This design comes from an exercise in tuning for small area on the open sky130 flow, not from production work. The RTL was checked by simulation tests, not by an equivalence proof against the original design. No activity file was given, so power comes from the tool's default toggle rates.

==> flow/design.v <==
`timescale 1ns / 1ps
`default_nettype none
package mbrc_pkg;
  localparam int MAX_FRAME_BYTES = 128;
  localparam int FRAME_BYTES     = 12;
  localparam int QDEPTH          = 4;
  localparam int QPTR_W          = $clog2(QDEPTH);
  localparam logic [7:0] UNIT_RESET  = 8'd1;
  localparam logic [7:0] MBAP_LENGTH = 8'd6;
  localparam logic [1:0] CMD_START   = 2'd0;
  localparam logic [1:0] CMD_REPLY   = 2'd1;
  localparam logic [1:0] CMD_TIMEOUT = 2'd2;
  localparam logic [7:0] FC_COILS     = 8'd1;
  localparam logic [7:0] FC_DISCRETES = 8'd2;
  localparam logic [7:0] FC_HOLDING   = 8'd3;
  localparam logic [7:0] FC_INPUTS    = 8'd4;
  localparam logic [1:0] KIND_REQUEST = 2'd0;
  localparam logic [1:0] KIND_VALUE   = 2'd1;
  localparam logic [1:0] KIND_STATUS  = 2'd2;
  localparam logic [2:0] ST_OK            = 3'd0;
  localparam logic [2:0] ST_BAD_FUNCTION  = 3'd1;
  localparam logic [2:0] ST_TOO_LONG      = 3'd2;
  localparam logic [2:0] ST_ID_MISMATCH   = 3'd3;
  localparam logic [2:0] ST_CODE_MISMATCH = 3'd4;
  localparam logic [2:0] ST_TIMEOUT       = 3'd5;
  localparam logic [7:0] POS_ID_HIGH = 8'd0;
  localparam logic [7:0] POS_ID_LOW  = 8'd1;
  localparam logic [7:0] POS_FUNC    = 8'd7;
  localparam logic [7:0] POS_COUNT   = 8'd8;
  localparam logic [7:0] POS_DATA    = 8'd9;
  localparam logic [1:0] JOB_FRAME = 2'd0;
  localparam logic [1:0] JOB_BITS  = 2'd1;
  localparam logic [1:0] JOB_WORD  = 2'd2;
  typedef struct packed {
    logic [1:0]  cmd;
    logic [7:0]  function_code;
    logic [15:0] start_address;
    logic [15:0] quantity;
    logic [7:0]  rx_byte;
  } in_t;
  typedef struct packed {
    logic [1:0]  kind;
    logic [15:0] value;
    logic [9:0]  item_index;
    logic [2:0]  status;
    logic [31:0] total_count;
    logic [31:0] failed_count;
    logic        last;
  } out_t;
  typedef struct packed {
    logic [1:0]                   job_type;
    logic [3:0]                   ndata;
    logic                         has_status;
    logic [2:0]                   status;
    logic [15:0]                  data;
    logic [9:0]                   base_index;
    logic [FRAME_BYTES-1:0][7:0]  frame;
    logic [31:0]                  total_count;
    logic [31:0]                  failed_count;
  } job_t;
  localparam int JOB_W = 2 + 4 + 1 + 3 + 16 + 10 + 8*FRAME_BYTES + 32 + 32;
endpackage
`default_nettype wire
`timescale 1ns / 1ps
`default_nettype none
module mbrc_front (
  input  wire logic          clk,
  input  wire logic          rst,
  input  wire logic          take,
  input  wire mbrc_pkg::in_t item,
  input  wire logic          cfg_we,
  input  wire logic [7:0]    cfg_data,
  output logic               job_valid,
  output mbrc_pkg::job_t     job
);
  localparam logic PH_IDLE = 1'b0;
  localparam logic PH_WAIT = 1'b1;
  logic [7:0]  unit_address;
  logic [15:0] transaction_id, transaction_id_next;
  logic        phase, phase_next;
  logic [2:0]  active_function, active_function_next;
  logic [15:0] active_quantity, active_quantity_next;
  logic [7:0]  expected_length, expected_length_next;
  logic [7:0]  received_length, received_length_next;
  logic [7:0]  reply_id_high, reply_id_high_next;
  logic [7:0]  reply_data_count, reply_data_count_next;
  logic [7:0]  pending_high_byte, pending_high_byte_next;
  logic [9:0]  values_emitted, values_emitted_next;
  logic [31:0] started_total, started_total_next;
  logic [31:0] failed_total, failed_total_next;
  logic        is_bit, is_word, failing;
  logic [15:0] qty_m1;
  logic [13:0] len_bit;
  logic [17:0] len_word;
  logic [7:0]  pos, d;
  logic [10:0] d8;
  logic [15:0] avail;
  logic [3:0]  nbits;
  logic [2:0]  fail_status;
  always_comb begin
    transaction_id_next    = transaction_id;
    phase_next             = phase;
    active_function_next   = active_function;
    active_quantity_next   = active_quantity;
    expected_length_next   = expected_length;
    received_length_next   = received_length;
    reply_id_high_next     = reply_id_high;
    reply_data_count_next  = reply_data_count;
    pending_high_byte_next = pending_high_byte;
    values_emitted_next    = values_emitted;
    started_total_next     = started_total;
    failed_total_next      = failed_total;
    job                    = '0;
    failing                = 1'b0;
    fail_status            = mbrc_pkg::ST_OK;
    is_bit   = (item.function_code == mbrc_pkg::FC_COILS) ||
               (item.function_code == mbrc_pkg::FC_DISCRETES);
    is_word  = (item.function_code == mbrc_pkg::FC_HOLDING) ||
               (item.function_code == mbrc_pkg::FC_INPUTS);
    qty_m1   = item.quantity - 16'd1;
    len_bit  = (item.quantity == 16'd0) ? 14'd10 : 14'd10 + {1'b0, qty_m1[15:3]};
    len_word = 18'd9 + {1'b0, item.quantity, 1'b0};
    pos      = received_length;
    d        = pos - mbrc_pkg::POS_DATA;
    d8       = {d, 3'b000};
    avail    = active_quantity - {5'b0, d8};
    nbits    = (avail >= 16'd8) ? 4'd8 : avail[3:0];
    if (take) begin
      unique case (item.cmd)
        mbrc_pkg::CMD_START: begin
          if (phase == PH_IDLE) begin
            started_total_next = started_total + 32'd1;
            priority if (!is_bit && !is_word) begin
              failing     = 1'b1;
              fail_status = mbrc_pkg::ST_BAD_FUNCTION;
            end else if (is_bit ? (len_bit > 14'(mbrc_pkg::MAX_FRAME_BYTES))
                                : (len_word > 18'(mbrc_pkg::MAX_FRAME_BYTES))) begin
              failing     = 1'b1;
              fail_status = mbrc_pkg::ST_TOO_LONG;
            end else begin
              transaction_id_next    = transaction_id + 16'd1;
              phase_next             = PH_WAIT;
              active_function_next   = item.function_code[2:0];
              active_quantity_next   = item.quantity;
              expected_length_next   = is_bit ? len_bit[7:0] : len_word[7:0];
              received_length_next   = '0;
              reply_id_high_next     = '0;
              reply_data_count_next  = '0;
              pending_high_byte_next = '0;
              values_emitted_next    = '0;
              job.job_type  = mbrc_pkg::JOB_FRAME;
              job.ndata     = 4'(mbrc_pkg::FRAME_BYTES);
              job.frame[0]  = transaction_id_next[15:8];
              job.frame[1]  = transaction_id_next[7:0];
              job.frame[2]  = 8'd0;
              job.frame[3]  = 8'd0;
              job.frame[4]  = 8'd0;
              job.frame[5]  = mbrc_pkg::MBAP_LENGTH;
              job.frame[6]  = unit_address;
              job.frame[7]  = item.function_code;
              job.frame[8]  = item.start_address[15:8];
              job.frame[9]  = item.start_address[7:0];
              job.frame[10] = item.quantity[15:8];
              job.frame[11] = item.quantity[7:0];
            end
          end
        end
        mbrc_pkg::CMD_REPLY: begin
          if (phase == PH_WAIT) begin
            received_length_next = received_length + 8'd1;
            priority if (pos == mbrc_pkg::POS_ID_HIGH) begin
              reply_id_high_next = item.rx_byte;
            end else if (pos == mbrc_pkg::POS_ID_LOW) begin
              if ({reply_id_high, item.rx_byte} != transaction_id) begin
                failing     = 1'b1;
                fail_status = mbrc_pkg::ST_ID_MISMATCH;
              end
            end else if (pos == mbrc_pkg::POS_FUNC) begin
              if (item.rx_byte != {5'b0, active_function}) begin
                failing     = 1'b1;
                fail_status = mbrc_pkg::ST_CODE_MISMATCH;
              end
            end else if (pos == mbrc_pkg::POS_COUNT) begin
              reply_data_count_next = item.rx_byte;
            end else if (pos >= mbrc_pkg::POS_DATA) begin
              if (active_function >= mbrc_pkg::FC_HOLDING[2:0]) begin
                if (!d[0]) begin
                  pending_high_byte_next = item.rx_byte;
                end else if (d[7:1] < reply_data_count[7:1]) begin
                  job.job_type        = mbrc_pkg::JOB_WORD;
                  job.ndata           = 4'd1;
                  job.data            = {pending_high_byte, item.rx_byte};
                  job.base_index      = values_emitted;
                  values_emitted_next = values_emitted + 10'd1;
                end
              end else if (active_quantity > {5'b0, d8}) begin
                job.job_type        = mbrc_pkg::JOB_BITS;
                job.ndata           = nbits;
                job.data            = {8'd0, item.rx_byte};
                job.base_index      = values_emitted;
                values_emitted_next = values_emitted + {6'd0, nbits};
              end
            end else begin
            end
            if (!failing && (received_length_next >= expected_length)) begin
              phase_next     = PH_IDLE;
              job.has_status = 1'b1;
              job.status     = mbrc_pkg::ST_OK;
            end
          end
        end
        mbrc_pkg::CMD_TIMEOUT: begin
          if (phase == PH_WAIT) begin
            failing     = 1'b1;
            fail_status = mbrc_pkg::ST_TIMEOUT;
          end
        end
        default: begin
        end
      endcase
    end
    if (failing) begin
      failed_total_next = failed_total + 32'd1;
      phase_next        = PH_IDLE;
      job.ndata         = 4'd0;
      job.has_status    = 1'b1;
      job.status        = fail_status;
    end
    job.total_count  = started_total_next;
    job.failed_count = failed_total_next;
    job_valid        = (job.ndata != 4'd0) || job.has_status;
  end
  always_ff @(posedge clk) begin
    if (rst) begin
      unit_address      <= mbrc_pkg::UNIT_RESET;
      transaction_id    <= '0;
      phase             <= PH_IDLE;
      active_function   <= '0;
      active_quantity   <= '0;
      expected_length   <= '0;
      received_length   <= '0;
      reply_id_high     <= '0;
      reply_data_count  <= '0;
      pending_high_byte <= '0;
      values_emitted    <= '0;
      started_total     <= '0;
      failed_total      <= '0;
    end else begin
      if (cfg_we) begin
        unit_address <= cfg_data;
      end
      transaction_id    <= transaction_id_next;
      phase             <= phase_next;
      active_function   <= active_function_next;
      active_quantity   <= active_quantity_next;
      expected_length   <= expected_length_next;
      received_length   <= received_length_next;
      reply_id_high     <= reply_id_high_next;
      reply_data_count  <= reply_data_count_next;
      pending_high_byte <= pending_high_byte_next;
      values_emitted    <= values_emitted_next;
      started_total     <= started_total_next;
      failed_total      <= failed_total_next;
    end
  end
endmodule
`default_nettype wire
`timescale 1ns / 1ps
`default_nettype none
module mbrc_queue (
  input  wire logic           clk,
  input  wire logic           rst,
  input  wire logic           wr,
  input  wire mbrc_pkg::job_t wr_job,
  input  wire logic           rd,
  output logic                full,
  output logic                valid,
  output mbrc_pkg::job_t      head
);
  logic [mbrc_pkg::JOB_W-1:0]      slots [mbrc_pkg::QDEPTH];
  logic [mbrc_pkg::QPTR_W-1:0]    wr_ptr;
  logic [mbrc_pkg::QPTR_W-1:0]    rd_ptr;
  logic [mbrc_pkg::QPTR_W:0]      count;
  assign full  = (count == (mbrc_pkg::QPTR_W+1)'(mbrc_pkg::QDEPTH));
  assign valid = (count != '0);
  assign head  = slots[rd_ptr];
  always_ff @(posedge clk) begin
    if (wr) begin
      slots[wr_ptr] <= wr_job;
    end
  end
  always_ff @(posedge clk) begin
    if (rst) begin
      wr_ptr <= '0;
      rd_ptr <= '0;
      count  <= '0;
    end else begin
      if (wr) begin
        wr_ptr <= wr_ptr + (mbrc_pkg::QPTR_W)'(1);
      end
      if (rd) begin
        rd_ptr <= rd_ptr + (mbrc_pkg::QPTR_W)'(1);
      end
      unique case ({wr, rd})
        2'b10:   count <= count + (mbrc_pkg::QPTR_W+1)'(1);
        2'b01:   count <= count - (mbrc_pkg::QPTR_W+1)'(1);
        default: count <= count;
      endcase
    end
  end
endmodule
`default_nettype wire
`timescale 1ns / 1ps
`default_nettype none
module mbrc_back (
  input  wire logic           clk,
  input  wire logic           rst,
  input  wire logic           job_valid,
  input  wire mbrc_pkg::job_t job,
  output logic                job_done,
  input  wire logic           pop,
  output logic                empty,
  output mbrc_pkg::out_t      result
);
  logic           out_valid;
  logic [3:0]     cnt;
  logic           advance;
  logic           is_status;
  logic           is_last;
  mbrc_pkg::out_t res_next;
  assign empty   = !out_valid;
  assign advance = job_valid && (!out_valid || pop);
  always_comb begin
    is_status = job.has_status && (cnt == job.ndata);
    is_last   = job.has_status ? (cnt == job.ndata) : (cnt == job.ndata - 4'd1);
    res_next              = '0;
    res_next.total_count  = job.total_count;
    res_next.failed_count = job.failed_count;
    res_next.last         = is_last;
    if (is_status) begin
      res_next.kind   = mbrc_pkg::KIND_STATUS;
      res_next.status = job.status;
    end else begin
      unique case (job.job_type)
        mbrc_pkg::JOB_FRAME: begin
          res_next.kind       = mbrc_pkg::KIND_REQUEST;
          res_next.value      = {8'd0, job.frame[cnt]};
          res_next.item_index = {6'd0, cnt};
        end
        mbrc_pkg::JOB_BITS: begin
          res_next.kind       = mbrc_pkg::KIND_VALUE;
          res_next.value      = {15'd0, job.data[{1'b0, cnt[2:0]}]};
          res_next.item_index = job.base_index + {6'd0, cnt};
        end
        mbrc_pkg::JOB_WORD: begin
          res_next.kind       = mbrc_pkg::KIND_VALUE;
          res_next.value      = job.data;
          res_next.item_index = job.base_index;
        end
        default: begin
          res_next.kind = mbrc_pkg::KIND_STATUS;
        end
      endcase
    end
    job_done = advance && is_last;
  end
  always_ff @(posedge clk) begin
    if (advance) begin
      result <= res_next;
    end
  end
  always_ff @(posedge clk) begin
    if (rst) begin
      out_valid <= 1'b0;
      cnt       <= '0;
    end else begin
      if (advance) begin
        out_valid <= 1'b1;
        cnt       <= is_last ? 4'd0 : cnt + 4'd1;
      end else if (pop) begin
        out_valid <= 1'b0;
      end
    end
  end
endmodule
`default_nettype wire
`timescale 1ns / 1ps
`default_nettype none
module modbus_tcp_read_client_framer_unit (
  input  wire logic          clk,
  input  wire logic          rst,
  input  wire logic          push,
  output logic               full,
  input  wire logic [1:0]    item_cmd,
  input  wire logic [7:0]    item_function_code,
  input  wire logic [15:0]   item_start_address,
  input  wire logic [15:0]   item_quantity,
  input  wire logic [7:0]    item_rx_byte,
  output logic               empty,
  input  wire logic          pop,
  output logic [1:0]         result_kind,
  output logic [15:0]        result_value,
  output logic [9:0]         result_item_index,
  output logic [2:0]         result_status,
  output logic [31:0]        result_total_count,
  output logic [31:0]        result_failed_count,
  output logic               result_last,
  input  wire logic          cfg_valid,
  output logic               cfg_ready,
  input  wire logic [7:0]    cfg_data
);
  logic           take;
  logic           job_wr;
  mbrc_pkg::in_t  item;
  mbrc_pkg::out_t result;
  mbrc_pkg::job_t job_in;
  logic           q_valid;
  mbrc_pkg::job_t q_head;
  logic           job_done;
  assign item.cmd           = item_cmd;
  assign item.function_code = item_function_code;
  assign item.start_address = item_start_address;
  assign item.quantity      = item_quantity;
  assign item.rx_byte       = item_rx_byte;
  assign result_kind         = result.kind;
  assign result_value        = result.value;
  assign result_item_index   = result.item_index;
  assign result_status       = result.status;
  assign result_total_count  = result.total_count;
  assign result_failed_count = result.failed_count;
  assign result_last         = result.last;
  assign cfg_ready = 1'b1;
  assign take      = push && !full;
  mbrc_front u_front (
    .clk       (clk),
    .rst       (rst),
    .take      (take),
    .item      (item),
    .cfg_we    (cfg_valid && cfg_ready),
    .cfg_data  (cfg_data),
    .job_valid (job_wr),
    .job       (job_in)
  );
  mbrc_queue u_queue (
    .clk    (clk),
    .rst    (rst),
    .wr     (job_wr),
    .wr_job (job_in),
    .rd     (job_done),
    .full   (full),
    .valid  (q_valid),
    .head   (q_head)
  );
  mbrc_back u_back (
    .clk       (clk),
    .rst       (rst),
    .job_valid (q_valid),
    .job       (q_head),
    .job_done  (job_done),
    .pop       (pop),
    .empty     (empty),
    .result    (result)
  );
endmodule
`default_nettype wire
==> flow/run.sh <==
#!/bin/bash
# synth_recipe.tcl (not shown) runs the flow's synth.tcl, then flattens the netlist and writes it again
# the make line also repeats each setting of config.mk as NAME=value (left out here)
make -C /OpenROAD-flow-scripts/flow DESIGN_CONFIG=/design/flow/config.mk WORK_HOME=/design/flow/orfs CLKGATE_MAP_FILE= SYNTH_SCRIPT=/design/flow/synth_recipe.tcl finish
==> flow/config.mk <==
export PLATFORM = sky130hd
export DESIGN_NAME = modbus_tcp_read_client_framer_unit
export DESIGN_NICKNAME = modbus_tcp_read_client_framer_unit
export VERILOG_FILES = /design/flow/design.v
export SDC_FILE = /design/flow/constraint.sdc
export NUM_CORES = 4
export LEC_CHECK = 0
export CAP_MARGIN = 20
export CORE_MARGIN = 2
export CORE_UTILIZATION = 40
export SLEW_MARGIN = 20
==> flow/constraint.sdc <==
create_clock -name core_clock -period 8.0 [get_ports {clk}]
set_input_delay 1.6000 -clock core_clock [delete_from_list [all_inputs] [get_ports {clk}]]
set_output_delay 1.6000 -clock core_clock [all_outputs]
set_load 0.01 [all_outputs]
==> flow_summary.html <==
<table>
<tr><th>Metric</th><th>Value</th></tr>
<tr><th colspan="2">Status</th></tr>
<tr><td>Result of the run</td><td>finished clean</td></tr>
<tr><th colspan="2">Synthesis</th></tr>
<tr><td>Number of enable-type register cells in the synthesized netlist</td><td>756</td></tr>
<tr><td>Mapped cell area</td><td>0.03829 mm^2</td></tr>
<tr><td>Top cells by instance count after synthesis</td><td>edfxtp_1, mux4_2, dfxtp_1</td></tr>
<tr><td>Main flop type after synthesis</td><td>edfxtp_1</td></tr>
<tr><td>Post-synthesis sequential element count</td><td>927</td></tr>
<tr><td>Mean area per synthesized cell</td><td>15.60 um^2</td></tr>
<tr><td>Post-Synthesis Cells</td><td>2454</td></tr>
<tr><td>Seq/Total Area, Yosys</td><td>0.6824</td></tr>
<tr><td>Share of Yosys cell area claimed by the top area cell type</td><td>0.5930</td></tr>
<tr><td>Most frequently used cell type in the post-synthesis netlist</td><td>edfxtp_1</td></tr>
<tr><td>Number of distinct standard cells referenced by the synthesized netlist</td><td>73</td></tr>
<tr><td>Ranking of synthesized cells by area</td><td>edfxtp_1, mux4_2, dfxtp_1</td></tr>
<tr><td>Library cell with the largest summed area after synthesis</td><td>edfxtp_1</td></tr>
<tr><td>Warnings from Yosys</td><td>3</td></tr>
<tr><td>Share of async-settable or async-resettable flops after synthesis</td><td>0</td></tr>
<tr><th colspan="2">Placed design</th></tr>
<tr><td>Post-placement setup slack</td><td>1.217 ns</td></tr>
<tr><td>Post-DP HPWL</td><td>53.46 mm</td></tr>
<tr><td>Buffers on Ports</td><td>160</td></tr>
<tr><td>Global placer's final weighted congestion</td><td>0.8306</td></tr>
<tr><th colspan="2">Floorplan</th></tr>
<tr><td>Row cnt</td><td>113</td></tr>
<tr><td>Die extent in y</td><td>313.4 um</td></tr>
<tr><td>Core Area</td><td>0.09487 mm^2</td></tr>
<tr><td>Effective utilization at floorplan</td><td>0.4036</td></tr>
<tr><td>IO Pins</td><td>162</td></tr>
<tr><td>Floorplan die area</td><td>0.09820 mm^2</td></tr>
<tr><td>Die X-Extent</td><td>313.4 um</td></tr>
<tr><th colspan="2">Layout</th></tr>
<tr><td>Layout cell share with drive strength beyond 1</td><td>0.1387</td></tr>
<tr><td>Count of nets after finishing</td><td>2779</td></tr>
<tr><td>Antenna cell count</td><td>0</td></tr>
<tr><td>Layout area overhead</td><td>16.60%</td></tr>
<tr><td>Share of the core filled with cells</td><td>0.4706</td></tr>
<tr><th colspan="2">Flow run</th></tr>
<tr><td>Count of max-cap constraint violations</td><td>0</td></tr>
<tr><th colspan="2">Detailed routing</th></tr>
<tr><td>Detailed-route DRC error count</td><td>0</td></tr>
<tr><td>Sum of routed wire length over all layers</td><td>86.12 mm</td></tr>
<tr><td>Total iterations of the first detailed-routing run</td><td>5</td></tr>
<tr><td>Count of vias placed by the detailed router</td><td>21220</td></tr>
<tr><td>Routed vias/inst</td><td>5.299</td></tr>
<tr><td>First DRT Iteration DRCs</td><td>1662</td></tr>
<tr><td>DR WL/cell</td><td>21.51 um</td></tr>
<tr><td>Count of nets left with antenna violations after detail routing</td><td>0</td></tr>
<tr><th colspan="2">Worst setup path</th></tr>
<tr><td>Critical setup path kind</td><td>in2reg</td></tr>
<tr><td>Data arrival time of the worst path</td><td>6.66 ns</td></tr>
<tr><td>Worst flop-to-flop path endpoint</td><td>u_queue.count[2]$_SDFFE_PP0P_</td></tr>
<tr><td>CP Launch Type</td><td>input port</td></tr>
<tr><td>Reg-to-Reg Start</td><td>u_front.received_length[0]$_SDFFE_PP0P_</td></tr>
<tr><td>Number of cells traversed by the worst register-to-register path</td><td>21</td></tr>
<tr><td>Crit end category</td><td>flop</td></tr>
<tr><td>CP Cell Sequence</td><td>clkdlybuf4s50_1 &gt; inv_1 &gt; ha_1 &gt; or4b_1 &gt; nand2_1 &gt; ha_1 &gt; nor2_1 &gt; a22oi_1 &gt; o221ai_1 &gt; xor2_1 &gt; o41a_1 &gt; or4_1 &gt; inv_2 &gt; buf_12 &gt; nand2_1 &gt; inv_1</td></tr>
<tr><td>Highest cell delay on the worst timing path</td><td>0.68 ns</td></tr>
<tr><td>FF-to-FF setup slack</td><td>2.08 ns</td></tr>
<tr><td>Slowest-stage cell, CP</td><td>or4b_1</td></tr>
<tr><td>Worst endpoint required time</td><td>8.49 ns</td></tr>
<tr><td>Largest fanout of any net on the critical path</td><td>31</td></tr>
<tr><th colspan="2">Clock network</th></tr>
<tr><td>Post-cts repair resize count</td><td>0</td></tr>
<tr><td>Cell at the root of the clock tree</td><td>clkbuf_16</td></tr>
<tr><td>Clk sink count</td><td>927</td></tr>
<tr><td>Clock edge transition at the registers on the reported setup and hold paths</td><td>0.06 ns</td></tr>
<tr><td>Clock latency on the worst-skew pair</td><td>0.66 ns</td></tr>
<tr><td>TritonCTS clock tree</td><td>yes</td></tr>
<tr><td>Inserted Clock Buffers</td><td>91</td></tr>
<tr><td>H-tree depth</td><td>3</td></tr>
<tr><td>Setup Fix Bufs, Post-CTS</td><td>0</td></tr>
<tr><td>Buffer levels on the longest clock path</td><td>3</td></tr>
<tr><td>Cts hold-fix bufs</td><td>0</td></tr>
<tr><th colspan="2">Timing</th></tr>
<tr><td>Slew at the pin closest to its max-slew limit</td><td>1.082 ns</td></tr>
<tr><td>Crit path setup slack, layout</td><td>1.831 ns</td></tr>
<tr><td>Worst clock skew</td><td>0.03854 ns</td></tr>
<tr><td>Achievable clock frequency</td><td>0.1621 GHz</td></tr>
<tr><td>Worst slew margin relative to its limit</td><td>0.2787</td></tr>
<tr><td>Setup violations, final</td><td>0</td></tr>
<tr><td>Crit path time final</td><td>6.169 ns</td></tr>
<tr><td>Number of endpoints with negative hold slack in the final report</td><td>0</td></tr>
<tr><td>Max-slew violation count</td><td>0</td></tr>
<tr><td>Fraction of the cycle the final worst path needs</td><td>0.7711</td></tr>
<tr><td>Worst Hold Margin</td><td>0.4542 ns</td></tr>
<tr><td>Unrepaired setup endpoints after global routing</td><td>false</td></tr>
<tr><th colspan="2">Power and ir drop</th></tr>
<tr><td>P_leak</td><td>14.16 nW</td></tr>
<tr><td>Switching part of the total power</td><td>0.2017</td></tr>
<tr><td>Power density normalized to cell area</td><td>221.4 mW/mm^2</td></tr>
<tr><td>Internal</td><td>7.890 mW</td></tr>
<tr><td>Power share of the sequential group</td><td>0.530</td></tr>
<tr><td>Net switching component of the power</td><td>1.994 mW</td></tr>
<tr><td>Clock network power share</td><td>0.438</td></tr>
<tr><td>Part of the total power dissipated in combinational logic</td><td>0.032</td></tr>
<tr><td>Maximum resistive drop on vdd</td><td>0.1598 mV</td></tr>
<tr><th colspan="2">Global routing</th></tr>
<tr><td>Total congestion overflow</td><td>0</td></tr>
<tr><td>Antenna violations before repair</td><td>4</td></tr>
<tr><td>Total routing resource utilization after global routing</td><td>0.1756</td></tr>
<tr><td>Largest net degree at the start of global routing</td><td>144</td></tr>
<tr><td>First-pass GRT wire length</td><td>131.9 mm</td></tr>
<tr><td>Vias in the first global route</td><td>22380</td></tr>
<tr><th colspan="2">Hold path</th></tr>
<tr><td>End point of the most critical hold path</td><td>u_front.pending_high_byte[7]$_SDFFE_PP0P_</td></tr>
<tr><td>Worst hold-check path type</td><td>reg2reg</td></tr>
<tr><td>Worst Hold Depth</td><td>2</td></tr>
<tr><td>Launch instance of the worst min-delay path</td><td>u_front.pending_high_byte[7]$_SDFFE_PP0P_</td></tr>
</table>
power groups by stage:
stage               clock (mW)  combinational (mW)  sequential, mW
finish                    4.33               0.314            5.24
detailed placement           0               0.317            5.34
CTS                       4.44               0.318            5.24
global route              4.62               0.338            5.24
global placement             0               0.314            5.34
floorplan                    0               0.156            5.36
cell families after synthesis:
group,count (synthesis),synth area share
adders and majority gates,55,0.01876
xor gates and xnor gates,164,0.03752
other,2,0.0001962
buffers and inverters,189,0.01944
DFF,927,0.6824
AOI/OAI and AO/OA,230,0.03892
muxes,210,0.1124
and+or+nand+nor,677,0.09036
flip-flops by register name (all words and copies together) (netlist names), named ones only:
name,cells
u_queue.slots,660
u_back.result,96
u_front.failed_total,32
u_front.started_total,32
u_front.active_quantity,16
u_front.transaction_id,16
u_front.values_emitted,10
u_front.expected_length,8
u_front.pending_high_byte,8
u_front.received_length,8
u_front.reply_id_high,8
u_front.unit_address,8
u_front.reply_data_count,7
u_back.cnt,4
u_front.active_function,3
u_queue.count,3
u_queue.rd_ptr,2
u_queue.wr_ptr,2
u_back.out_valid,1
u_front.phase,1
metal layers:
layer,up-vias,global-route usage,share of wire
li1,9673,-,-
met1,10850,0.2299,0.43
met2,539,0.2968,0.49
met3,147,0.02652,0.049
met4,4,0.06644,0.029
met5,-,0,0.00020
worst max path at each step:
stage / startpoint / end / slack [ns] / depth (start not counted)
2_1_floorplan: u_front.received_length[2]$_SDFFE_PP0P_ / u_queue.slots[0][0]$_DFFE_PP_ / -0.65 / 17
3_3_place_gp: item_quantity[2] / u_queue.slots[2][158]$_DFFE_PP_ / 1.38 / 16
3_5_place_dp: item_quantity[3] / u_queue.slots[0][158]$_DFFE_PP_ / 1.22 / 16
4_1_cts: item_quantity[3] / u_queue.slots[1][158]$_DFFE_PP_ / 1.89 / 16
5_1_grt: item_quantity[4] / u_front.failed_total[9]$_SDFF_PP0_ / 1.56 / 14
6_report: item_quantity[3] / u_queue.slots[1][158]$_DFFE_PP_ / 1.83 / 16
cells in the final DEF (no fill, tap or decap), types with 20 or more instances in the layout:
cell type          n
a21oi_1           83
inv_1             72
and3_1            27
mux4_2           175
nand2b_1          22
nand3_1           59
dfxtp_1          168
ha_1              51
clkbuf_16         93
conb_1            37
xor2_1            76
nand2_1          144
a22oi_1           24
clkbuf_1          22
edfxtp_1         756
nor2b_1           77
nor2_1           147
nand4_1           20
and2_1            71
mux2i_1           25
buf_4             27
nor3_1            43
xnor2_1           88
clkdlybuf4s50_1  159
o21ai_0           27
per-stage QoR:
stage | setup TNS [ns] | instance area [um^2] | total power, mW | cells
after global routing | 0 | 44640 | 10.20 | 4004
after global placement | 0 | 41570 | 5.654 | 3833
after detailed placement | 0 | 41570 | 5.660 | 3833
after floorplan | -427.05 | 38430 | 5.512 | 2489
after CTS | 0 | 44640 | 9.997 | 4004
final | 0 | 44640 | 9.884 | 4004
worst max-delay path, delay by kind of cell:
kind / cells / cell delay (ns)
adders and majority gates: 2 / 0.43
AOI/OAI and AO/OA: 3 / 0.93
and+or+nand+nor: 5 / 1.68
xor gates and xnor gates: 1 / 0.24
buffers and inverters: 5 / 1.74
cell type report:
type / count / area (um^2)
multi-input combinational: 1373 / 11610
clock buffer: 122 / 2506
fill: 8023 / 50230
timing repair buffer: 195 / 1974
clock inverter: 49 / 563.0
sequential: 927 / 26130
tap: 1265 / 1583
inverter: 73 / 274.0

## separate check: timing with driven ports
The results above use ideal ports. As a check the final layout listed here was re-extracted and re-timed, cells and wires unchanged.
Step 1: set_driving_cell puts a clkbuf_16 on clk and a buf_2 on each other input, an assumption about the parent block.
Step 2 moves the port delays by t, midway between the first and last clock arrival at a register: inputs arrive t later, outputs are due t later. That takes back most of the time a late clock gives input paths.
Three values: ideal ports, drivers, drivers and shift; two values: the first two.
shift t [ns]: 0.710
setup WS [ns]: 1.831 / 1.871 / 1.161
clock arrival spread, ns: 0.042 / 0.042
worst slew at a driven data input, ns: 0.10
After both steps this run still meets setup and hold. The setup slack of this run moves by +0.040 ns with the drivers and by -0.670 ns with both steps.
